From an optimization exercise on the open Yosys and OpenROAD flow, aimed at small area, a short achievable clock period and few clock cycles per item; shortcuts taken in it are not production practice. The RTL was checked by simulation tests, not by an equivalence proof against the original design. Power figures rest on the tool's default switching activity, not on a simulated workload.

Design tcp_synack_reply_builder, start of the top module:
module tcp_synack_reply_builder (
  input  logic         clk,
  input  logic         rst,
  input  logic         in_valid,
  output logic         in_stall,
  input  logic [271:0] in_data,
  output logic         out_valid,
  input  logic         out_stall,
  output logic [256:0] out_data,
  input  logic         psel,
  input  logic         penable,
  input  logic         pwrite,
  input  logic [2:0]   paddr,
  input  logic [31:0]  pwdata,
  output logic [31:0]  prdata,
  output logic         pready
);
Size in the first run: roughly 2600 cells after synthesis, ~330 flip-flops, about 610 I/O pins, ~0.022 mm^2 of cells after synthesis.
Settings: LEC_CHECK=0, ABC_AREA=0, CAP_MARGIN=20, CORE_MARGIN=2, CORE_UTILIZATION=40, SETUP_SLACK_MARGIN=3.8, SLEW_MARGIN=20; clock period 8.0 ns.
standard.sh (not shown) runs the stock make flow with config.mk's settings and CLKGATE_MAP_FILE= SYNTH_SCRIPT=/design/flow/synth_recipe.tcl, a recipe that flattens the netlist after the stock synthesis.
==> flow/flow/run.sh <==
#!/bin/bash
# Standard ORFS layout (the standard.sh), with the port buffers that
# buffer_ports inserts made sky130_fd_sc_hd__buf_1 instead of its default pick.
set -uo pipefail
bash standard.sh BUFFER_PORTS_ARGS="-buffer_cell sky130_fd_sc_hd__buf_1" finish > standard_make.log 2>&1
status=$?
tail -50 standard_make.log
exit $status
Testbench counts at the start, summed over its fixed seeds: cycles 9,608, items 9,600.
==> next run, changes <==
--- a/flow/design.v
+++ b/flow/design.v
@@ -532,49 +532,38 @@
   logic [15:0] ip_a, ip_b, tcp_a, tcp_b;
   assign ip_a = {ip_c62, ip_c60, ip_c58, ip_c56, ip_c54, ip_c52, ip_c50, ip_c48, ip_c46, ip_c44, ip_c42, ip_c40, ip_c38, ip_c36, ip_c34, ip_s33};
   assign ip_b = {ip_s63, ip_s61, ip_s59, ip_s57, ip_s55, ip_s53, ip_s51, ip_s49, ip_s47, ip_s45, ip_s43, ip_s41, ip_s39, ip_s37, ip_s35, ip_c64};
   assign tcp_a = {tcp_c254, tcp_c252, tcp_c250, tcp_c248, tcp_c246, tcp_c244, tcp_c242, tcp_c240, tcp_c238, tcp_c236, tcp_c234, tcp_c232, tcp_c230, tcp_c228, tcp_c226, tcp_s225};
   assign tcp_b = {tcp_s255, tcp_s253, tcp_s251, tcp_s249, tcp_s247, tcp_s245, tcp_s243, tcp_s241, tcp_s239, tcp_s237, tcp_s235, tcp_s233, tcp_s231, tcp_s229, tcp_s227, tcp_c256};
   logic [15:0] tcp_x, tcp_y, tcp_hs, tcp_hc;
   assign tcp_x  = ~tcp_a;
   assign tcp_y  = ~tcp_b;
   assign tcp_hs = tcp_x ^ tcp_y ^ {15'd0, seq_wrap};
   assign tcp_hc = (tcp_x & tcp_y) | ({15'd0, seq_wrap} & (tcp_x ^ tcp_y));
-  logic [15:0] ipx, ipy, tcx, tcy, ip_bs, tcp_bs;
-  logic [3:0] ip_bc, tcp_bc;
-  assign ipx = ~ip_a;
-  assign ipy = ~ip_b;
-  assign tcx = ~tcp_a;
-  assign tcy = ~tcp_b;
-  assign {ip_bc[0], ip_bs[3:0]} = {1'b0, ipx[3:0]} + {1'b0, ipy[3:0]};
-  assign {ip_bc[1], ip_bs[7:4]} = {1'b0, ipx[7:4]} + {1'b0, ipy[7:4]};
-  assign {ip_bc[2], ip_bs[11:8]} = {1'b0, ipx[11:8]} + {1'b0, ipy[11:8]};
-  assign {ip_bc[3], ip_bs[15:12]} = {1'b0, ipx[15:12]} + {1'b0, ipy[15:12]};
-  localparam int W = 1 + 48 + 48 + 32 + 32 + 32 + 32 + 20 + 32;
+  localparam int W = 1 + 48 + 48 + 32 + 32 + 32 + 32 + 32 + 32 + 0;
   logic         ld;
   logic [W-1:0] nxt, q;
   assign ld       = !out_valid || !out_stall;
   assign in_stall = !ld;
-  assign nxt = {1'b1, smac, dmac, dip, sip, ack_in, ack_next, ip_bs, ip_bc, tcp_hs, {tcp_hc[14:0], tcp_hc[15]}};
+  assign nxt = {1'b1, smac, dmac, dip, sip, ack_in, ack_next, ~ip_a, ~ip_b, tcp_hs, {tcp_hc[14:0], tcp_hc[15]}};
   always_ff @(posedge clk) begin
     if (rst)     out_valid <= 1'b0;
     else if (ld) out_valid <= in_valid;
   end
   logic ld_m, hold;
   logic [W-1:0] q_d;
   assign ld_m = ld && match;
   assign hold = !ld;
   assign q_d = (nxt & {W{ld_m}}) | (q & {W{hold}});
   always_ff @(posedge clk) begin
     q <= q_d;
   end
   logic        q_send;
   logic [47:0] q_dmac, q_smac;
   logic [31:0] q_sip, q_dip, q_seq, q_ack;
-  logic [15:0] q_ips, q_tcps, q_ipc, q_tcpc;
-  logic [3:0] q_ipbc, q_tcpbc;
-  assign {q_send, q_dmac, q_smac, q_sip, q_dip, q_seq, q_ack, q_ips, q_ipbc, q_tcps, q_tcpc} = q;
-  assign q_tcpbc = '0;
-  assign q_ipc = {1'b0, 1'b0, 1'b0, q_ipbc[2], 1'b0, 1'b0, 1'b0, q_ipbc[1], 1'b0, 1'b0, 1'b0, q_ipbc[0], 1'b0, 1'b0, 1'b0, q_ipbc[3]};
-  assign out_data = {q_send, q_dmac, q_smac, q_sip, q_dip, eac_add0_ks(q_ips, q_ipc),
-                     q_seq, q_ack, eac_add0_ks(q_tcps, q_tcpc)};
+  logic [15:0] q_ipx, q_ipy, q_tcpx, q_tcpy;
+  logic        q_wrap;
+  assign {q_send, q_dmac, q_smac, q_sip, q_dip, q_seq, q_ack, q_ipx, q_ipy, q_tcpx, q_tcpy} = q;
+  assign q_wrap = 1'b0;
+  assign out_data = {q_send, q_dmac, q_smac, q_sip, q_dip, eac_add0_ks(q_ipx, q_ipy),
+                     q_seq, q_ack, eac_add0_ks(q_tcpx, q_tcpy)};
 endmodule
Worst setup slack is better by 0.013 ns.
Wire length is higher by 0.95%.
First-iteration DRC count fell by 2.7%.
Final area climbs by 4.9%.
Sequential share of layout area drops by 0.24 points.
Non-clock buffer count increases by 7.
Total power decreases by 3.1%.
Testbench counts after the change, summed over its fixed seeds: cycles 9,608, items 9,600.

## port drivers added, routing unchanged
How much do the figures lean on ideal ports? The routed layouts below were timed once more, with nothing changed but the port constraints. Step 1: set_driving_cell puts a clkbuf_16 on clk and a buf_2 on each other input, an assumption about the parent block. Step 2 times the ports against the registers' clock, not the clock port: input delays grow and output delays shrink by t, the midpoint of the rising clock arrivals with the driver on. Slacks: ideal ports / drivers / drivers and shift; pairs: ideal ports / drivers.
| run | t, ns | slack for setup (ns) | hold WS [ns] | slew at the worst register clock pin (ns) | worst slew at a driven data input, ns |
|---|---|---|---|---|---|
| the first run | 0.620 | 3.815 / 3.802 / 3.227 | 0.441 / 0.441 / 0.441 | 0.07 / 0.07 | 0.14 |
| the second run | 0.620 | 3.828 / 3.770 / 3.231 | 0.432 / 0.432 / 0.432 | 0.06 / 0.06 | 0.13 |
After both steps every run listed still meets setup and hold. For the second run, which loses most, drivers alone change the setup slack by -0.058 ns; drivers and shift together by -0.597 ns.
